Context: an optimization exercise on an open-source flow, tuned for small area, a short achievable clock period and few clock cycles per item. The choices shown serve that exercise and are no tape-out recipe.
RTL that was checked went through simulation tests only; none was proved equivalent to the original.

== rev 12 ==
==> flow/design.v (excerpt) <==
module turbo_dec_top (
    input  wire logic                      clk_p_i,
    input  wire logic                      reset_n_i,
    input  wire logic                      in_valid_i,
    input  wire turbo_llr_pkg::ch_sample_t sys_i,
    input  wire turbo_llr_pkg::ch_sample_t par1_i,
    input  wire turbo_llr_pkg::ch_sample_t par2_i,
    output logic                           in_ready_o,
    output turbo_llr_pkg::info_bits_t      dec_bits_o,
    output logic                           done_o
);
==> flow/config.mk <==
export PLATFORM = sky130hd
export DESIGN_NAME = turbo_dec_top
export DESIGN_NICKNAME = turbo_dec_top
export VERILOG_FILES = /design/flow/design.v
export SDC_FILE = /design/flow/constraint.sdc
export NUM_CORES = 4
export LEC_CHECK = 0
export ABC_AREA = 1
export CAP_MARGIN = 20
export CORE_MARGIN = 2
export CORE_UTILIZATION = 40
export CTS_BUF_LIST = sky130_fd_sc_hd__clkbuf_8
export SLEW_MARGIN = 20
==> flow/constraint.sdc <==
create_clock -name core_clock -period 20.0 [get_ports {clk_p_i}]
set_input_delay 4.0000 -clock core_clock [delete_from_list [all_inputs] [get_ports {clk_p_i}]]
set_output_delay 4.0000 -clock core_clock [all_outputs]
set_load 0.01 [all_outputs]
standard.sh (not shown) runs the stock make flow with config.mk's settings and CLKGATE_MAP_FILE= SYNTH_SCRIPT=/design/flow/synth_recipe.tcl, a recipe that flattens the netlist after the stock synthesis.
==> flow/flow/run.sh <==
#!/bin/bash
# The standard layout, with the timing repair asked to leave a setup
# margin so that it also works on paths that already meet the clock
set -euo pipefail
export SETUP_SLACK_MARGIN=14
export SKIP_GATE_CLONING=1
bash standard.sh > standard.log 2>&1
Rev 12 ended with every stage complete and zero timing, DRC or antenna violations.
Testbench counts of rev 12, summed over its fixed seeds: cycles 48,036, items 1,920.
--- input diff rev 12..rev 13 ---
--- a/flow/flow/run.sh
+++ b/flow/flow/run.sh
@@ -4,3 +4,3 @@
 set -euo pipefail
-export SETUP_SLACK_MARGIN=14
+export SETUP_SLACK_MARGIN=13
 export SKIP_GATE_CLONING=1
Findings:
Sequential share of layout area for rev 13: 2.8 points up relative to rev 12. Compared with rev 12, rev 13 shows a final worst setup slack that is 0.072 ns lower. In rev 13, the proportion of cell area occupied by multi-input gates came out 1.1 points above the value in rev 12. The buffer and inverter count on the worst path reported for rev 13 is smaller than that of rev 12 by 10. Cell count after synthesis: rev 12 vs rev 13 identical. Final cell count without fillers, rev 13 vs rev 12: down by a few percent.


## north
Another version of the RTL of turbo_dec_top (not shown whole).
Size: roughly 9,000 cells after synthesis, about 22 I/O pins, roughly 63,000 um2 of cells after synthesis.
clock: 20.0 ns
lec_check: 0
abc_area: 1
cap_margin: 0
core_margin: 2
core_utilization: 55
slew_margin: 0
==> flow/flow/run.sh <==
#!/bin/bash
# The standard layout, with the timing repair asked to leave a setup
# margin so that it also works on paths that already meet the clock
set -euo pipefail
export SETUP_SLACK_MARGIN=11.5
export SKIP_GATE_CLONING=1
bash standard.sh > standard.log 2>&1
north | stages: all done | timing, DRC, antenna: all pass
Testbench counts of north, summed over its fixed seeds: cycles 48,036, items 1,920.
diff inputs: north => south
--- a/flow/flow/run.sh
+++ b/flow/flow/run.sh
@@ -4,3 +4,3 @@
 set -euo pipefail
-export SETUP_SLACK_MARGIN=11.5
+export SETUP_SLACK_MARGIN=11
 export SKIP_GATE_CLONING=1
--- a/flow/config.mk
+++ b/flow/config.mk
@@ -8,5 +8,5 @@
 export ABC_AREA = 1
-export CAP_MARGIN = 0
+export CAP_MARGIN = 20
 export CORE_MARGIN = 2
-export CORE_UTILIZATION = 55
-export SLEW_MARGIN = 0
+export CORE_UTILIZATION = 40
+export SLEW_MARGIN = 20
==> summary.txt <==
- south went all the way through synthesis, placement and routing and the layout is clean on timing, DRC and antenna.
- From north to south the numbers moved as follows: wire length rose by about 2.5%.
- Per-cell routed wire length was lower in the run labelled south.
- Looking only at count of placed standard cells in the final layout, fillers left out, and setting everything else aside, the lower value of south and north goes to north.
- Summary of south over north: post-route minimum period rose 0.23 ns; logic depth of the worst setup path including buffers shows an increase of 4.
Input-level comparison between east and south:
--- a/flow/flow/run.sh
+++ b/flow/flow/run.sh
@@ -4,3 +4,3 @@
 set -euo pipefail
-export SETUP_SLACK_MARGIN=11
+export SETUP_SLACK_MARGIN=13
 export SKIP_GATE_CLONING=1
Findings:
Looking at the reports, east completed the entire flow and the layout it produced met the timing, design-rule and antenna checks. Number of gates given a new drive strength after cts for east is higher than for south. Going from south to east, filler cell count has decreased; wire length on met3 has increased; number of antenna repair diodes has increased; total number of nets in the final design has increased; number of pins exceeding their max-slew limit in the final report has remained practically unchanged.
Relative to east, the following input files were edited for west:
--- a/flow/flow/run.sh
+++ b/flow/flow/run.sh
@@ -4,3 +4,3 @@
 set -euo pipefail
-export SETUP_SLACK_MARGIN=13
+export SETUP_SLACK_MARGIN=11
 export SKIP_GATE_CLONING=1
--- a/flow/config.mk
+++ b/flow/config.mk
@@ -10,3 +10,3 @@
 export CORE_MARGIN = 2
-export CORE_UTILIZATION = 40
+export CORE_UTILIZATION = 55
 export SLEW_MARGIN = 20
## What came out
- Taking east over west, the area occupied by multi-input gates ratio works out to 1.10.
- [west] number of antenna repair diodes fell 1 relative to east
- Total number of placement rows down about 14% in west wrt east
- west: worst setup slack 1.42 ns below east
- Of west and east, the lower overall via count from detail_route belongs to west.
- west has non-clock buffer contribution to total cell area below what east had.
- The end of the critical path comes out siso_i.ext_q[2][2]$_DFFE_PP_ in one run and siso_i.mf1b_q[12]$_DFF_P_ in the other, namely in west and east respectively.
- Cmp west vs east: highest cell delay on the worst timing path higher in west
- Summary of west over east: full die area went down about 27%; worst hold slack increased 0.0037 ns.


turbo_dec_top, a different RTL version from the one above (not shown whole).
Size in the first run: ~7000 cells after synthesis, ~590 flip-flops, about 22 I/O pins.
==> flow/config.mk <==
export PLATFORM = sky130hd
export DESIGN_NAME = turbo_dec_top
export DESIGN_NICKNAME = turbo_dec_top
export VERILOG_FILES = /design/flow/design.v
export SDC_FILE = /design/flow/constraint.sdc
export NUM_CORES = 4
export LEC_CHECK = 0
export CAP_MARGIN = 20
export CORE_MARGIN = 2
export CORE_UTILIZATION = 40
export SLEW_MARGIN = 20
==> flow/constraint.sdc <==
create_clock -name core_clock -period 20.0 [get_ports {clk_p_i}]
set_input_delay 4.0000 -clock core_clock [delete_from_list [all_inputs] [get_ports {clk_p_i}]]
set_output_delay 4.0000 -clock core_clock [all_outputs]
set_load 0.01 [all_outputs]
==> flow/flow/run.sh <==
#!/bin/bash
# The standard layout, with the timing repair asked to leave a setup
# margin so that it also works on paths that already meet the clock
set -euo pipefail
export SETUP_SLACK_MARGIN=11
export SKIP_GATE_CLONING=1
bash standard.sh > standard.log 2>&1
The starting point completed with no timing, DRC or antenna violations.
Testbench counts at the start, summed over its fixed seeds: cycles 48,036, items 1,920.
Edit:
==> flow/flow/run.sh (replaced) <==
#!/bin/bash
# The standard layout, with the timing repair asked to leave a setup
# margin so that it also works on paths that already meet the clock
set -euo pipefail
export SETUP_SLACK_MARGIN=13
export SKIP_GATE_CLONING=1
bash standard.sh > standard.log 2>&1
=>
- The new run passed the timing, design-rule and antenna checks
- cell count is higher by 5.6%
- cell area is higher by 15%
- setup slack is better by 0.23 ns
- count of clock-buffer cells in the layout is lower by 7
- critical path depth went up by 3
Edit:
- CORE_UTILIZATION: 40 -> 60
The changed run passed the timing, design-rule and antenna checks.
Hold slack improves by 0.0032 ns.
Critical path depth goes up by 5.
Final cell count goes down by 6.5%.
Fmax stays flat.


RTL: one of the versions met above, not the one the previous note started from.
For scale: roughly 9,000 cells after synthesis, ~590 flip-flops, roughly 22 I/O pins, about 0.063 mm^2 of cells after synthesis.
clock: 20.0 ns
lec_check: 0
abc_area: 1
cap_margin: 20
core_margin: 2
core_utilization: 40
slew_margin: 20
==> flow/flow/run.sh <==
#!/bin/bash
# The standard layout, with the timing repair asked to leave a setup
# margin so that it also works on paths that already meet the clock
set -euo pipefail
export SETUP_SLACK_MARGIN=12
export SKIP_GATE_CLONING=1
bash standard.sh > standard.log 2>&1
The first run completed without violations.
Testbench counts at the start, summed over its fixed seeds: cycles 48,036, items 1,920.
Next try:
--- a/flow/flow/run.sh
+++ b/flow/flow/run.sh
@@ -5 +5 @@
-export SETUP_SLACK_MARGIN=12
+export SETUP_SLACK_MARGIN=11
--- a/flow/config.mk
+++ b/flow/config.mk
@@ -8 +7,0 @@
-export ABC_AREA = 1
Effect:
- The new run finished clean
- cell area went down by 1.9%
- routed wire length came out lower by 11%
- area after synthesis falls by 3.9%
Next try:
--- a/flow/flow/run.sh
+++ b/flow/flow/run.sh
@@ -5 +5 @@
-export SETUP_SLACK_MARGIN=11
+export SETUP_SLACK_MARGIN=13
--- a/flow/config.mk
+++ b/flow/config.mk
@@ -7,0 +8 @@
+export ABC_AREA = 1
@@ -10,0 +12 @@
+export CTS_BUF_LIST = sky130_fd_sc_hd__clkbuf_8
The new run ran to the end with no violations. Register-to-register slack improved by 1800 ps. Design area is higher by 11%. Area after synthesis went up by 4.1%.


Another version of the RTL of turbo_dec_top (not shown whole).
Size in the first run: about 8,900 cells after synthesis, ~590 flip-flops, about 63,000 um2 of cells after synthesis.
Settings: LEC_CHECK=0, ABC_AREA=1, CAP_MARGIN=20, CORE_MARGIN=2, CORE_UTILIZATION=40, CTS_BUF_LIST=sky130_fd_sc_hd__clkbuf_4 sky130_fd_sc_hd__clkbuf_8, CTS_CLUSTER_DIAMETER=60, CTS_CLUSTER_SIZE=24, SLEW_MARGIN=20; clock period 20.0 ns.
==> flow/flow/run.sh <==
#!/bin/bash
# The standard layout, with the timing repair asked to leave a setup
# margin so that it also works on paths that already meet the clock
set -euo pipefail
export SETUP_SLACK_MARGIN=12
export SKIP_GATE_CLONING=1
bash standard.sh > standard.log 2>&1
The baseline finished with timing, DRC and antenna clean.
Testbench counts at the start, summed over its fixed seeds: cycles 48,036, items 1,920.
Rerun with:
==> flow/flow/run.sh (replaced) <==
#!/bin/bash
# The standard layout, with the timing repair asked to leave a setup
# margin so that it also works on paths that already meet the clock
set -euo pipefail
export SETUP_SLACK_MARGIN=13
export SKIP_GATE_CLONING=1
bash standard.sh > standard.log 2>&1
Settings changed: CTS_BUF_LIST sky130_fd_sc_hd__clkbuf_4 sky130_fd_sc_hd__clkbuf_8 to sky130_fd_sc_hd__clkbuf_8, CTS_CLUSTER_DIAMETER 60 to default, CTS_CLUSTER_SIZE 24 to default.
Routed wire length is higher by 3.2%.
First-iteration DRC count is higher by 2.4%.
Synthesized cell count is unchanged.
Die area stays the same.
Final area is higher by 10%.
Core utilization is higher by 4.3 points.
Rerun with:
==> flow/flow/run.sh (replaced) <==
#!/bin/bash
# The standard layout, with the timing repair asked to leave a setup
# margin so that it also works on paths that already meet the clock
set -euo pipefail
export SETUP_SLACK_MARGIN=12
export SKIP_GATE_CLONING=1
bash standard.sh > standard.log 2>&1
Settings changed: CTS_BUF_LIST sky130_fd_sc_hd__clkbuf_8 to default.
After rerunning:
- via count shrinks by 2.6%
- critical path depth falls by 7
- global-route usage fell by 0.38 points


turbo_dec_top, a different RTL version from the one above (not shown whole).
Size: ~8200 cells after synthesis, ~22 I/O pins.
export LEC_CHECK = 0
export CAP_MARGIN = 20
export CORE_MARGIN = 2
export CORE_UTILIZATION = 40
export SLEW_MARGIN = 20
create_clock -name core_clock -period 20.0 [get_ports {clk_p_i}]
==> flow/flow/run.sh <==
#!/bin/bash
# The standard layout, with the timing repair asked to leave a setup
# margin so that it also works on paths that already meet the clock
set -euo pipefail
export SETUP_SLACK_MARGIN=12
export SKIP_GATE_CLONING=1
bash standard.sh > standard.log 2>&1
Edit:
==> flow/flow/run.sh (replaced) <==
#!/bin/bash
# The standard layout, with the timing repair asked to leave a setup
# margin so that it also works on paths that already meet the clock
set -euo pipefail
export SETUP_SLACK_MARGIN=14
export SKIP_GATE_CLONING=1
bash standard.sh > standard.log 2>&1
- ABC_AREA: not set -> 1
- CTS_BUF_LIST: not set -> sky130_fd_sc_hd__clkbuf_8
- design area goes up by 9.8%
- wire length goes up by 16%
Function was not checked in any run of this note: the RTL went through the layout flow alone.


== trial 83 ==
turbo_dec_top, a different RTL version from the one above (not shown whole).
Size in the first run: ~8600 cells after synthesis, roughly 580 flip-flops, ~60000 um2 of cells after synthesis.
Settings: LEC_CHECK=0, ABC_AREA=1, CAP_MARGIN=20, CORE_MARGIN=2, CORE_UTILIZATION=40, CTS_BUF_LIST=sky130_fd_sc_hd__clkbuf_8, SLEW_MARGIN=20; clock period 20.0 ns.
==> flow/flow/run.sh <==
#!/bin/bash
# The standard layout, with the timing repair asked to leave a setup
# margin so that it also works on paths that already meet the clock
set -euo pipefail
export SETUP_SLACK_MARGIN=12.5
export SKIP_GATE_CLONING=1
bash standard.sh > standard.log 2>&1
Per the final summary, trial 83 finished and its layout is clean on timing, DRC and antenna.
Testbench counts of trial 83, summed over its fixed seeds: cycles 48,036, items 1,920.
Inputs modified between trial 83 and build 70:
==> flow/flow/run.sh <==
#!/bin/bash
# The standard layout, with the timing repair asked to leave a setup
# margin so that it also works on paths that already meet the clock
set -euo pipefail
export SETUP_SLACK_MARGIN=13
export SKIP_GATE_CLONING=1
bash standard.sh > standard.log 2>&1
==> comparison <==
The final layouts of build 70 and trial 83 pass the timing, design-rule and antenna checks.
Comparing trial 83 with build 70, the summed negative setup slack over all endpoints came out essentially unchanged.
Trial 83 -> build 70: fraction of standard cell area in multi-input logic flat
Build 70 ended with more number of buffers and inverters on the critical path than trial 83.

[static timing again, ports no longer ideal]
Ports are ideal in the flow. The routed layouts listed here were re-timed in OpenROAD. Step 1, drivers: a clkbuf_16 drives clk_p_i and a buf_2 each remaining input, both assumed. Step 2 also shifts input and output timing later by t, the mid clock arrival at the registers, as if the neighbouring blocks saw the same clock. a / b / c = ideal / step 1 / step 2; a / b = the first two.
run | t, ns | setup WS [ns] | slew at the worst register clock pin (ns)
rev 12 | 0.911 | 13.258 / 13.258 / 13.258 | 0.08 / 0.08
rev 13 | 0.921 | 13.186 / 13.186 / 13.186 | 0.08 / 0.08
north | 0.748 | 11.922 / 11.922 / 11.922 | 0.07 / 0.07
south | 0.746 | 11.690 / 11.690 / 11.690 | 0.07 / 0.07
east | 0.742 | 13.110 / 13.110 / 13.110 | 0.07 / 0.07
west | 0.758 | 11.690 / 11.690 / 11.690 | 0.07 / 0.07
the first run of note 3 | 0.772 | 11.348 / 11.348 / 11.348 | 0.07 / 0.07
the second run of note 3 | 0.752 | 11.574 / 11.574 / 11.574 | 0.07 / 0.07
the third run of note 3 | 0.746 | 11.587 / 11.587 / 11.587 | 0.09 / 0.09
the first run of note 4 | 0.744 | 12.451 / 12.451 / 12.451 | 0.07 / 0.07
the second run of note 4 | 0.746 | 11.328 / 11.328 / 11.328 | 0.07 / 0.07
the third run of note 4 | 0.892 | 13.087 / 13.087 / 13.087 | 0.08 / 0.08
the first run of note 5 | 0.892 | 12.352 / 12.352 / 12.352 | 0.11 / 0.11
the second run of note 5 | 0.951 | 13.025 / 13.025 / 13.025 | 0.08 / 0.08
the third run of note 5 | 0.792 | 12.349 / 12.349 / 12.349 | 0.07 / 0.07
the first run of note 6 | 0.789 | 12.331 / 12.331 / 12.331 | 0.08 / 0.08
the second run of note 6 | 0.958 | 14.091 / 14.086 / 13.615 | 0.09 / 0.09
trial 83 | 0.930 | 12.764 / 12.764 / 12.764 | 0.08 / 0.08
build 70 | 0.898 | 12.802 / 12.802 / 12.802 | 0.07 / 0.07
After both steps setup and hold are still met in every run listed. For the second run of note 6, which loses most, drivers alone change the setup slack by -0.005 ns; drivers and shift together by -0.476 ns.
